Source: an optimization exercise on an open RTL-to-GDS flow (aim: small area, a short achievable clock period and few clock cycles). Production flows keep margins and buffers that such runs may drop. In this exercise RTL edits were held to simulation tests only and were not proved equivalent to the original.

==> exp/garnet <==
## multilevel_deadline_task_dispatcher
module multilevel_deadline_task_dispatcher #(
	parameter int MAX_TASKS = mltd_pkg::MAX_TASKS_DEF,
	parameter int LEVELS    = mltd_pkg::LEVELS_DEF
) (
	input  logic         clk,
	input  logic         arst_n,
	input  logic         s_tvalid,
	output logic         s_tready,
	input  logic [127:0] s_tdata,
	input  logic [2:0]   s_tuser,
	output logic         m_tvalid,
	input  logic         m_tready,
	output logic [39:0]  m_tdata,
	input  logic         psel,
	input  logic         penable,
	input  logic         pwrite,
	input  logic [4:0]   paddr,
	input  logic [31:0]  pwdata,
	output logic [31:0]  prdata,
	output logic         pready
);
make LEC_CHECK=0 ABC_CLOCK_PERIOD_IN_PS=5000 CAP_MARGIN=20 CORE_MARGIN=2 CORE_UTILIZATION=30 PLACE_DENSITY=0.45 SETUP_SLACK_MARGIN=4.5 SLEW_MARGIN=20 finish   # period 10.0 ns
run.sh (not shown) runs the stock make flow with config.mk's settings and CLKGATE_MAP_FILE= SYNTH_SCRIPT=/design/flow/synth_recipe.tcl, a recipe that flattens the netlist after the stock synthesis.
==> exp/pepper: changes against exp/garnet <==
--- a/flow/design.v
+++ b/flow/design.v
@@ -83,12 +83,46 @@
 			e5[i] = e4[2*i+1] & e4[2*i];
 		end
 		lt = l5[1] | (e5[1] & l5[0]);
 		eq = e5[1] & e5[0];
 	end
 endmodule
+module mltd_add #(
+	parameter int W = 36
+) (
+	input  logic [W-1:0] a,
+	input  logic [W-1:0] b,
+	input  logic         ci,
+	output logic [W-1:0] s
+);
+	logic [W-1:0] p0, g0;
+	logic [W-1:0] gg [7];
+	logic [W-1:0] pp [7];
+	always_comb begin
+		p0 = a ^ b;
+		g0 = a & b;
+		gg[0] = g0;
+		pp[0] = p0;
+		gg[0][0] = g0[0] | (p0[0] & ci);
+		for (int l = 1; l < 7; l++) begin
+			for (int i = 0; i < W; i++) begin
+				if (i >= (1 << (l - 1))) begin
+					gg[l][i] = gg[l-1][i] | (pp[l-1][i] & gg[l-1][i - (1 << (l - 1))]);
+					pp[l][i] = pp[l-1][i] & pp[l-1][i - (1 << (l - 1))];
+				end else begin
+					gg[l][i] = gg[l-1][i];
+					pp[l][i] = pp[l-1][i];
+				end
+			end
+		end
+		s[0] = p0[0] ^ ci;
+		for (int i = 1; i < W; i++) begin
+			s[i] = p0[i] ^ gg[6][i-1];
+		end
+	end
+endmodule
 module multilevel_deadline_task_dispatcher #(
 	parameter int MAX_TASKS = mltd_pkg::MAX_TASKS_DEF,
 	parameter int LEVELS    = mltd_pkg::LEVELS_DEF
 ) (
 	input  logic         clk,
 	input  logic         arst_n,
@@ -167,12 +201,13 @@
 			default: prdata = 32'd0;
 		endcase
 	end
 	logic [31:0] tick_q;
 	logic [15:0] tmod_q;
 	logic        busy_q;
+	logic        pre_q;
 	logic [4:0]  cnt_q;
 	logic [15:0] lfsr_q;
 	logic        ovf_q;
 	logic [2:0]  dcnt_q;
 	logic        rdy_q;
 	logic [N-1:0]  v_q;
@@ -185,12 +220,15 @@
 	logic [N*N-1:0] bm_q;
 	logic [N-1:0]   eq_q;
 	logic        r0_v;
 	logic [2:0]  r0_cmd;
 	logic        r0_hp;
 	logic [31:0] r0_diff;
+	logic [31:0] diff_in;
+	mltd_add #(.W(32)) u_add_diff (.a({1'b0, s_tdata[62:32]}), .b(~{1'b0, s_tdata[31:1]}),
+		.ci(1'b1), .s(diff_in));
 	logic        r0_exp;
 	logic [15:0] r0_id;
 	logic [15:0] r0_busy;
 	logic          r1_v;
 	logic [2:0]    r1_cmd;
 	logic [KW-1:0] r1_key;
@@ -206,14 +244,25 @@
 	logic [3:0]  wgt;
 	logic [35:0] dext;
 	logic [35:0] prod;
 	logic [35:0] key_s;
 	assign wgt   = r0_hp ? hw_q : lw_q;
 	assign dext  = {{4{r0_diff[31]}}, r0_diff};
-	assign prod  = (wgt[0] ? dext : 36'd0) + (wgt[1] ? {dext[34:0], 1'b0} : 36'd0) +
-		(wgt[2] ? {dext[33:0], 2'b0} : 36'd0) + (wgt[3] ? {dext[32:0], 3'b0} : 36'd0);
+	logic [35:0] pp0, pp1, pp2, pp3, cs1, cc1, cs2, cc2;
+	assign pp0 = wgt[0] ? dext : 36'd0;
+	assign pp1 = wgt[1] ? {dext[34:0], 1'b0} : 36'd0;
+	assign pp2 = wgt[2] ? {dext[33:0], 2'b0} : 36'd0;
+	assign pp3 = wgt[3] ? {dext[32:0], 3'b0} : 36'd0;
+	assign cs1 = pp0 ^ pp1 ^ pp2;
+	logic [35:0] mj1, mj2;
+	assign mj1 = (pp0 & pp1) | (pp0 & pp2) | (pp1 & pp2);
+	assign cc1 = {mj1[34:0], 1'b0};
+	assign cs2 = cs1 ^ cc1 ^ pp3;
+	assign mj2 = (cs1 & cc1) | (cs1 & pp3) | (cc1 & pp3);
+	assign cc2 = {mj2[34:0], 1'b0};
+	mltd_add #(.W(36)) u_add_key (.a(cs2), .b(cc2), .ci(1'b0), .s(prod));
 	assign key_s = r0_exp ? EXP_KEY : {~prod[35], prod[34:0]};
 	logic is_arr, is_fin, is_req, is_end, is_dec, is_tim;
 	assign is_tim = r1_v && (r1_cmd == mltd_pkg::CMD_TIMER);
 	assign is_arr = r1_v && (r1_cmd == mltd_pkg::CMD_ARRIVAL);
 	assign is_fin = r1_v && (r1_cmd == mltd_pkg::CMD_FINISH);
 	assign is_req = r1_v && (r1_cmd == mltd_pkg::CMD_IO_REQ);
@@ -228,55 +277,65 @@
 	assign im1 = first_one(im);
 	assign fr1 = first_one(fr);
 	assign any_cm = |cm;
 	assign any_im = |im;
 	assign any_fr = |fr;
 	logic [N-1:0] walk, bsel;
-	logic [7:0]   b_sel, sat_b;
+	logic [7:0]   b_sel, cmp_in, sat_p;
+	logic         pend_v_q, cfg_v_q;
+	logic [N-1:0] pend_oh_q, cfg_oh_q;
+	logic [7:0]   pend_b_q, cfg_b_q;
 	always_comb begin
 		walk = '0;
-		walk[cnt_q] = busy_q;
-		bsel = busy_q ? walk : cm1;
+		walk[cnt_q] = busy_q && !pre_q;
+		bsel = (busy_q && !pre_q) ? walk : cm1;
 		b_sel = '0;
 		for (int i = 0; i < N; i++) begin
 			b_sel = b_sel | (bsel[i] ? b_q[i] : 8'd0);
 		end
 	end
-	assign sat_b = (b_sel == 8'hFF) ? 8'hFF : b_sel + 8'd1;
+	assign cmp_in = cfg_v_q ? cfg_b_q : pend_b_q;
+	assign sat_p  = (pend_b_q == 8'hFF) ? 8'hFF : pend_b_q + 8'd1;
 	logic lz_lt, lz_eq, l1_lt, l1_eq;
-	mltd_cmp #(.W(8)) u_cmp_lz (.a(b_sel), .b(lz_q), .lt(lz_lt), .eq(lz_eq));
-	mltd_cmp #(.W(8)) u_cmp_l1 (.a(b_sel), .b(l1_q), .lt(l1_lt), .eq(l1_eq));
+	mltd_cmp #(.W(8)) u_cmp_lz (.a(cmp_in), .b(lz_q), .lt(lz_lt), .eq(lz_eq));
+	mltd_cmp #(.W(8)) u_cmp_l1 (.a(cmp_in), .b(l1_q), .lt(l1_lt), .eq(l1_eq));
 	logic need_new, clr;
 	assign need_new = is_arr || (is_req && !any_cm) || (is_end && !any_im);
 	assign clr = is_dec && (period_q != 16'd0) && (tmod_q == 16'd0);
-	logic [N-1:0] wk, wb, wf, vset, vclr;
+	logic [N-1:0] wk, wb, wf, vset, vclr, pend, cfgw;
 	assign vset = need_new ? fr1 : '0;
 	assign wk   = vset | (is_req ? cm1 : '0) | (is_end ? im1 : '0);
-	assign wb   = vset | (is_req ? cm1 : '0) | {N{clr}};
-	assign wf   = wb | walk;
+	assign pend = pend_v_q ? pend_oh_q : '0;
+	assign cfgw = cfg_v_q ? cfg_oh_q : '0;
+	assign wb   = vset | pend | {N{clr}};
+	assign wf   = wb | cfgw;
 	assign vclr = is_fin ? (cm1 | im1) : '0;
-	logic [7:0] b_new;
-	logic       f0_new, f1_new;
-	assign b_new = clr ? 8'd0 : (is_req ? (any_cm ? sat_b : 8'd1) : 8'd0);
-	always_comb begin
-		if (busy_q) begin
-			f0_new = lz_lt || lz_eq;
-			f1_new = l1_lt || l1_eq;
-		end else if (is_req && !clr) begin
-			if (any_cm) begin
-				f0_new = lz_lt || (lz_eq && b_sel == 8'hFF);
-				f1_new = l1_lt || (l1_eq && b_sel == 8'hFF);
-			end else begin
-				f0_new = lz_q != 8'd0;
-				f1_new = l1_q != 8'd0;
-			end
+	logic [7:0] b_nw;
+	logic       f0_nw, f1_nw, f0_pd, f1_pd, f0_cf, f1_cf;
+	assign b_nw  = is_req ? 8'd1 : 8'd0;
+	assign f0_nw = is_req ? (lz_q != 8'd0) : 1'b1;
+	assign f1_nw = is_req ? (l1_q != 8'd0) : 1'b1;
+	assign f0_pd = lz_lt || (lz_eq && pend_b_q == 8'hFF);
+	assign f1_pd = l1_lt || (l1_eq && pend_b_q == 8'hFF);
+	assign f0_cf = lz_lt || lz_eq;
+	assign f1_cf = l1_lt || l1_eq;
+	always_ff @(posedge clk or negedge arst_n) begin
+		if (!arst_n) begin
+			pend_v_q <= 1'b0;
+			cfg_v_q  <= 1'b0;
 		end else begin
-			f0_new = 1'b1;
-			f1_new = 1'b1;
+			pend_v_q <= is_req && any_cm;
+			cfg_v_q  <= busy_q && !pre_q;
 		end
 	end
+	always_ff @(posedge clk) begin
+		pend_oh_q <= cm1;
+		pend_b_q  <= b_sel;
+		cfg_oh_q  <= walk;
+		cfg_b_q   <= b_sel;
+	end
 	logic [N-1:0] k_lt, k_eq;
 	for (genvar i = 0; i < N; i++) begin : g_kcmp
 		mltd_cmp #(.W(KW)) u_cmp (.a(key_q[i]), .b(r1_key), .lt(k_lt[i]), .eq(k_eq[i]));
 	end
 	logic [N-1:0] cpu, lv0, lv1, lv2;
 	logic [2:0]   mask;
@@ -361,13 +420,13 @@
 		end
 	end
 	always_ff @(posedge clk) begin
 		if (s_tready) begin
 			r0_cmd  <= s_tuser;
 			r0_hp   <= s_tdata[0];
-			r0_diff <= {1'b0, s_tdata[62:32]} - {1'b0, s_tdata[31:1]};
+			r0_diff <= diff_in;
 			r0_exp  <= s_tdata[109:79] > s_tdata[62:32];
 			r0_id   <= s_tdata[78:63];
 			r0_busy <= s_tdata[125:110];
 		end
 		r1_key <= key_s;
 		r1_id  <= r0_id;
@@ -391,58 +450,77 @@
 			if (wk[i]) begin
 				io_q[i]  <= is_req;
 				tid_q[i] <= r1_id;
 				key_q[i] <= r1_key;
 			end
 			if (wb[i]) begin
-				b_q[i] <= b_new;
+				b_q[i] <= clr ? 8'd0 : (pend[i] ? sat_p : b_nw);
 			end
 			if (wf[i]) begin
-				f0_q[i] <= f0_new;
-				f1_q[i] <= f1_new;
+				if (cfg_v_q) begin
+					f0_q[i] <= f0_cf;
+					f1_q[i] <= f1_cf;
+				end else if (clr) begin
+					f0_q[i] <= 1'b1;
+					f1_q[i] <= 1'b1;
+				end else if (pend[i]) begin
+					f0_q[i] <= f0_pd;
+					f1_q[i] <= f1_pd;
+				end else begin
+					f0_q[i] <= f0_nw;
+					f1_q[i] <= f1_nw;
+				end
 			end
 		end
 		for (int i = 0; i < N; i++) begin
 			for (int j = i + 1; j < N; j++) begin
 				if (wk[i]) begin
 					bm_q[i*N+j] <= !k_lt[j];
 				end else if (wk[j]) begin
 					bm_q[i*N+j] <= k_lt[i] || k_eq[i];
 				end
 			end
 		end
 	end
-	logic [16:0] div_t;
+	logic [16:0] div_t, div_d;
+	logic        div_lt, div_eq;
+	logic [31:0] tick_inc;
+	logic [15:0] tmod_inc;
 	assign div_t = {tmod_q, tick_q[cnt_q]};
+	mltd_cmp #(.W(17)) u_cmp_div (.a(div_t), .b({1'b0, period_q}), .lt(div_lt), .eq(div_eq));
+	mltd_add #(.W(17)) u_add_div (.a(div_t), .b(~{1'b0, period_q}), .ci(1'b1), .s(div_d));
+	mltd_add #(.W(32)) u_add_tick (.a(tick_q), .b(32'd0), .ci(1'b1), .s(tick_inc));
+	mltd_add #(.W(16)) u_add_tmod (.a(tmod_q), .b(16'd0), .ci(1'b1), .s(tmod_inc));
 	always_ff @(posedge clk or negedge arst_n) begin
 		if (!arst_n) begin
 			lz_q     <= 8'd3;
 			l1_q     <= 8'd10;
 			period_q <= 16'd20;
 			hw_q     <= 4'd4;
 			lw_q     <= 4'd5;
 			seed_q   <= 16'd1;
 			tick_q   <= '0;
 			tmod_q   <= '0;
 			busy_q   <= 1'b0;
+			pre_q    <= 1'b0;
 			cnt_q    <= '0;
 			lfsr_q   <= 16'd1;
 			ovf_q    <= 1'b0;
 			dcnt_q   <= '0;
 		end else begin
 			if (is_tim) begin
-				tick_q <= tick_q + 32'd1;
-				if (tick_q == 32'hFFFF_FFFF || tmod_q + 16'd1 == period_q) begin
+				tick_q <= tick_inc;
+				if (tick_q == 32'hFFFF_FFFF || tmod_inc == period_q) begin
 					tmod_q <= '0;
 				end else begin
-					tmod_q <= tmod_q + 16'd1;
+					tmod_q <= tmod_inc;
 				end
 			end
-			if (busy_q) begin
-				tmod_q <= (div_t >= {1'b0, period_q}) ? 16'(div_t - {1'b0, period_q}) :
-					div_t[15:0];
+			pre_q <= 1'b0;
+			if (busy_q && !pre_q) begin
+				tmod_q <= div_lt ? div_t[15:0] : div_d[15:0];
 				cnt_q  <= cnt_q - 5'd1;
 				if (cnt_q == 5'd0) begin
 					busy_q <= 1'b0;
 				end
 			end
 			if (is_dec && (|mask)) begin
@@ -465,12 +543,13 @@
 					default: begin
 					end
 				endcase
 				if (paddr[4:2] == 3'd0 || paddr[4:2] == 3'd1 || paddr[4:2] == 3'd2) begin
 					tmod_q <= '0;
 					busy_q <= 1'b1;
+					pre_q  <= 1'b1;
 					cnt_q  <= 5'd31;
 				end
 			end
 			dcnt_q <= dcnt_nxt;
 		end
 	end
@@ -484,28 +563,33 @@
 	always_ff @(posedge clk) begin
 		d2_cc   <= cc_n;
 		d2_ic   <= v_q & io_q;
 		d2_ovf  <= ovf_q;
 		d2_busy <= r1_busy;
 	end
-	logic [N-1:0]  win_c, win_i;
-	logic [TW-1:0] tid_c, tid_i;
+	logic [N*N-1:0] same;
+	logic [N-1:0]   win, win_c, win_i;
+	logic [TW-1:0]  tid_c, tid_i;
 	always_comb begin
 		for (int i = 0; i < N; i++) begin
-			win_c[i] = d2_cc[i];
-			win_i[i] = d2_ic[i];
+			for (int j = i + 1; j < N; j++) begin
+				same[i*N+j] = (d2_cc[i] && d2_cc[j]) || (d2_ic[i] && d2_ic[j]);
+			end
+		end
+		for (int i = 0; i < N; i++) begin
+			win[i] = 1'b1;
 			for (int j = 0; j < N; j++) begin
 				if (j < i) begin
-					win_c[i] = win_c[i] && (!d2_cc[j] || !bm_q[j*N+i]);
-					win_i[i] = win_i[i] && (!d2_ic[j] || !bm_q[j*N+i]);
+					win[i] = win[i] && (!same[j*N+i] || !bm_q[j*N+i]);
 				end else if (j > i) begin
-					win_c[i] = win_c[i] && (!d2_cc[j] || bm_q[i*N+j]);
-					win_i[i] = win_i[i] && (!d2_ic[j] || bm_q[i*N+j]);
+					win[i] = win[i] && (!same[i*N+j] || bm_q[i*N+j]);
 				end
 			end
 		end
+		win_c = win & d2_cc;
+		win_i = win & d2_ic;
 		tid_c = '0;
 		tid_i = '0;
 		for (int i = 0; i < N; i++) begin
 			tid_c = tid_c | (win_c[i] ? tid_q[i] : 16'd0);
 			tid_i = tid_i | (win_i[i] ? tid_q[i] : 16'd0);
 		end
- ABC_CLOCK_PERIOD_IN_PS: 5000 -> 5500
- SETUP_SLACK_MARGIN: 4.5 -> 4.0
==> exp/violet: changes against exp/garnet <==
--- a/flow/design.v
+++ b/flow/design.v
@@ -83,12 +83,46 @@
 			e5[i] = e4[2*i+1] & e4[2*i];
 		end
 		lt = l5[1] | (e5[1] & l5[0]);
 		eq = e5[1] & e5[0];
 	end
 endmodule
+module mltd_add #(
+	parameter int W = 36
+) (
+	input  logic [W-1:0] a,
+	input  logic [W-1:0] b,
+	input  logic         ci,
+	output logic [W-1:0] s
+);
+	logic [W-1:0] p0, g0;
+	logic [W-1:0] gg [7];
+	logic [W-1:0] pp [7];
+	always_comb begin
+		p0 = a ^ b;
+		g0 = a & b;
+		gg[0] = g0;
+		pp[0] = p0;
+		gg[0][0] = g0[0] | (p0[0] & ci);
+		for (int l = 1; l < 7; l++) begin
+			for (int i = 0; i < W; i++) begin
+				if (i >= (1 << (l - 1))) begin
+					gg[l][i] = gg[l-1][i] | (pp[l-1][i] & gg[l-1][i - (1 << (l - 1))]);
+					pp[l][i] = pp[l-1][i] & pp[l-1][i - (1 << (l - 1))];
+				end else begin
+					gg[l][i] = gg[l-1][i];
+					pp[l][i] = pp[l-1][i];
+				end
+			end
+		end
+		s[0] = p0[0] ^ ci;
+		for (int i = 1; i < W; i++) begin
+			s[i] = p0[i] ^ gg[6][i-1];
+		end
+	end
+endmodule
 module multilevel_deadline_task_dispatcher #(
 	parameter int MAX_TASKS = mltd_pkg::MAX_TASKS_DEF,
 	parameter int LEVELS    = mltd_pkg::LEVELS_DEF
 ) (
 	input  logic         clk,
 	input  logic         arst_n,
@@ -185,12 +219,15 @@
 	logic [N*N-1:0] bm_q;
 	logic [N-1:0]   eq_q;
 	logic        r0_v;
 	logic [2:0]  r0_cmd;
 	logic        r0_hp;
 	logic [31:0] r0_diff;
+	logic [31:0] diff_in;
+	mltd_add #(.W(32)) u_add_diff (.a({1'b0, s_tdata[62:32]}), .b(~{1'b0, s_tdata[31:1]}),
+		.ci(1'b1), .s(diff_in));
 	logic        r0_exp;
 	logic [15:0] r0_id;
 	logic [15:0] r0_busy;
 	logic          r1_v;
 	logic [2:0]    r1_cmd;
 	logic [KW-1:0] r1_key;
@@ -206,14 +243,25 @@
 	logic [3:0]  wgt;
 	logic [35:0] dext;
 	logic [35:0] prod;
 	logic [35:0] key_s;
 	assign wgt   = r0_hp ? hw_q : lw_q;
 	assign dext  = {{4{r0_diff[31]}}, r0_diff};
-	assign prod  = (wgt[0] ? dext : 36'd0) + (wgt[1] ? {dext[34:0], 1'b0} : 36'd0) +
-		(wgt[2] ? {dext[33:0], 2'b0} : 36'd0) + (wgt[3] ? {dext[32:0], 3'b0} : 36'd0);
+	logic [35:0] pp0, pp1, pp2, pp3, cs1, cc1, cs2, cc2;
+	assign pp0 = wgt[0] ? dext : 36'd0;
+	assign pp1 = wgt[1] ? {dext[34:0], 1'b0} : 36'd0;
+	assign pp2 = wgt[2] ? {dext[33:0], 2'b0} : 36'd0;
+	assign pp3 = wgt[3] ? {dext[32:0], 3'b0} : 36'd0;
+	assign cs1 = pp0 ^ pp1 ^ pp2;
+	logic [35:0] mj1, mj2;
+	assign mj1 = (pp0 & pp1) | (pp0 & pp2) | (pp1 & pp2);
+	assign cc1 = {mj1[34:0], 1'b0};
+	assign cs2 = cs1 ^ cc1 ^ pp3;
+	assign mj2 = (cs1 & cc1) | (cs1 & pp3) | (cc1 & pp3);
+	assign cc2 = {mj2[34:0], 1'b0};
+	mltd_add #(.W(36)) u_add_key (.a(cs2), .b(cc2), .ci(1'b0), .s(prod));
 	assign key_s = r0_exp ? EXP_KEY : {~prod[35], prod[34:0]};
 	logic is_arr, is_fin, is_req, is_end, is_dec, is_tim;
 	assign is_tim = r1_v && (r1_cmd == mltd_pkg::CMD_TIMER);
 	assign is_arr = r1_v && (r1_cmd == mltd_pkg::CMD_ARRIVAL);
 	assign is_fin = r1_v && (r1_cmd == mltd_pkg::CMD_FINISH);
 	assign is_req = r1_v && (r1_cmd == mltd_pkg::CMD_IO_REQ);
@@ -361,13 +409,13 @@
 		end
 	end
 	always_ff @(posedge clk) begin
 		if (s_tready) begin
 			r0_cmd  <= s_tuser;
 			r0_hp   <= s_tdata[0];
-			r0_diff <= {1'b0, s_tdata[62:32]} - {1'b0, s_tdata[31:1]};
+			r0_diff <= diff_in;
 			r0_exp  <= s_tdata[109:79] > s_tdata[62:32];
 			r0_id   <= s_tdata[78:63];
 			r0_busy <= s_tdata[125:110];
 		end
 		r1_key <= key_s;
 		r1_id  <= r0_id;
@@ -408,14 +456,21 @@
 				end else if (wk[j]) begin
 					bm_q[i*N+j] <= k_lt[i] || k_eq[i];
 				end
 			end
 		end
 	end
-	logic [16:0] div_t;
+	logic [16:0] div_t, div_d;
+	logic        div_lt, div_eq;
+	logic [31:0] tick_inc;
+	logic [15:0] tmod_inc;
 	assign div_t = {tmod_q, tick_q[cnt_q]};
+	mltd_cmp #(.W(17)) u_cmp_div (.a(div_t), .b({1'b0, period_q}), .lt(div_lt), .eq(div_eq));
+	mltd_add #(.W(17)) u_add_div (.a(div_t), .b(~{1'b0, period_q}), .ci(1'b1), .s(div_d));
+	mltd_add #(.W(32)) u_add_tick (.a(tick_q), .b(32'd0), .ci(1'b1), .s(tick_inc));
+	mltd_add #(.W(16)) u_add_tmod (.a(tmod_q), .b(16'd0), .ci(1'b1), .s(tmod_inc));
 	always_ff @(posedge clk or negedge arst_n) begin
 		if (!arst_n) begin
 			lz_q     <= 8'd3;
 			l1_q     <= 8'd10;
 			period_q <= 16'd20;
 			hw_q     <= 4'd4;
@@ -427,22 +482,21 @@
 			cnt_q    <= '0;
 			lfsr_q   <= 16'd1;
 			ovf_q    <= 1'b0;
 			dcnt_q   <= '0;
 		end else begin
 			if (is_tim) begin
-				tick_q <= tick_q + 32'd1;
-				if (tick_q == 32'hFFFF_FFFF || tmod_q + 16'd1 == period_q) begin
+				tick_q <= tick_inc;
+				if (tick_q == 32'hFFFF_FFFF || tmod_inc == period_q) begin
 					tmod_q <= '0;
 				end else begin
-					tmod_q <= tmod_q + 16'd1;
+					tmod_q <= tmod_inc;
 				end
 			end
 			if (busy_q) begin
-				tmod_q <= (div_t >= {1'b0, period_q}) ? 16'(div_t - {1'b0, period_q}) :
-					div_t[15:0];
+				tmod_q <= div_lt ? div_t[15:0] : div_d[15:0];
 				cnt_q  <= cnt_q - 5'd1;
 				if (cnt_q == 5'd0) begin
 					busy_q <= 1'b0;
 				end
 			end
 			if (is_dec && (|mask)) begin
@@ -484,28 +538,33 @@
 	always_ff @(posedge clk) begin
 		d2_cc   <= cc_n;
 		d2_ic   <= v_q & io_q;
 		d2_ovf  <= ovf_q;
 		d2_busy <= r1_busy;
 	end
-	logic [N-1:0]  win_c, win_i;
-	logic [TW-1:0] tid_c, tid_i;
+	logic [N*N-1:0] same;
+	logic [N-1:0]   win, win_c, win_i;
+	logic [TW-1:0]  tid_c, tid_i;
 	always_comb begin
 		for (int i = 0; i < N; i++) begin
-			win_c[i] = d2_cc[i];
-			win_i[i] = d2_ic[i];
+			for (int j = i + 1; j < N; j++) begin
+				same[i*N+j] = (d2_cc[i] && d2_cc[j]) || (d2_ic[i] && d2_ic[j]);
+			end
+		end
+		for (int i = 0; i < N; i++) begin
+			win[i] = 1'b1;
 			for (int j = 0; j < N; j++) begin
 				if (j < i) begin
-					win_c[i] = win_c[i] && (!d2_cc[j] || !bm_q[j*N+i]);
-					win_i[i] = win_i[i] && (!d2_ic[j] || !bm_q[j*N+i]);
+					win[i] = win[i] && (!same[j*N+i] || !bm_q[j*N+i]);
 				end else if (j > i) begin
-					win_c[i] = win_c[i] && (!d2_cc[j] || bm_q[i*N+j]);
-					win_i[i] = win_i[i] && (!d2_ic[j] || bm_q[i*N+j]);
+					win[i] = win[i] && (!same[i*N+j] || bm_q[i*N+j]);
 				end
 			end
 		end
+		win_c = win & d2_cc;
+		win_i = win & d2_ic;
 		tid_c = '0;
 		tid_i = '0;
 		for (int i = 0; i < N; i++) begin
 			tid_c = tid_c | (win_c[i] ? tid_q[i] : 16'd0);
 			tid_i = tid_i | (win_i[i] ? tid_q[i] : 16'd0);
 		end
==> results.txt <==
| quantity | exp/violet | exp/pepper | exp/garnet |
|---|---|---|---|
| Starting utilization of the core area | 0.3009 | 0.3010 | 0.3007 |
| Pre-CTS setup slack | 1924 ps | 2031 ps | 1910 ps |
| DPL Wire Length | 568600 um | 621400 um | 736700 um |
| Pins over their slew limit | 0 | 4 | 0 |
| Sink of the worst hold path | d2_busy[9] | d2_busy[8] | d2_busy[6] |
| Cell count after placement | 24910 | 25730 | 24930 |
| Pin count of the biggest net entering global routing | 72 | 94 | 79 |
| Number of antenna violations at the first check in global routing | 78 | 75 | 163 |
| DRT met1 WL | 337500 um | 363500 um | 433700 um |
| Number of flip-flops and latches | 3067 | 3142 | 3067 |
| Smallest setup slack after layout | 4076 ps | 3705 ps | 4163 ps |
| Complex-gate fraction of the synthesized area | 0.1638 | 0.1640 | 0.1660 |
| Non-filler instance count after layout | 26270 | 26710 | 26310 |
| Number of cells on the worst reg-to-reg path | 13 | 15 | 13 |
| Share of synthesized area spent on multiplexers | 0.01406 | 0.01323 | 0.01974 |
| Largest stage delay on the critical path | 820 ps | 860 ps | 920 ps |
| Multi-input gate area in the final layout | 0.08727 mm^2 | 0.08685 mm^2 | 0.08749 mm^2 |
| Outcome | timing/DRC/antenna clean | complete, but fails checks | complete, but fails checks |
| Layout check failures | - | slew limit | antenna rules |
| Clock sink total | 3067 | 3142 | 3067 |
Testbench counts of exp/garnet, summed over its fixed seeds: cycles 5,705.
Testbench counts of exp/pepper, summed over its fixed seeds: cycles 5,705.
Testbench counts of exp/violet, summed over its fixed seeds: cycles 5,705.

static timing again, ports no longer ideal:
The flow's constraints put no driver on any port. The routed layouts listed below were extracted and timed again, unchanged, in two steps. Step 1, drivers: a clkbuf_16 drives clk and a buf_2 each remaining input, both assumed. Step 2 times the ports against the registers' clock, not the clock port: input delays grow and output delays shrink by t, the midpoint of the rising clock arrivals with the driver on. Three values: ideal, step 1, step 2; two values: the first two.
| run | shift t [ns] | slack for setup (ns) | worst hold slack (ns) | worst setup path at the end | pins driven straight from the clock port |
|---|---|---|---|---|---|
| exp/garnet | 1.172 | 4.163 / 4.163 / 3.711 | 0.336 / 0.336 / 0.336 | input to register | 1 |
| exp/pepper | 1.158 | 3.705 / 3.705 / 3.250 | 0.340 / 0.340 / 0.340 | input to register | 1 |
| exp/violet | 1.157 | 4.076 / 4.076 / 3.771 | 0.338 / 0.338 / 0.338 | input to register | 1 |
The setup slack of exp/pepper, which loses most, moves by 0.000 ns with the drivers and by -0.455 ns with both steps.
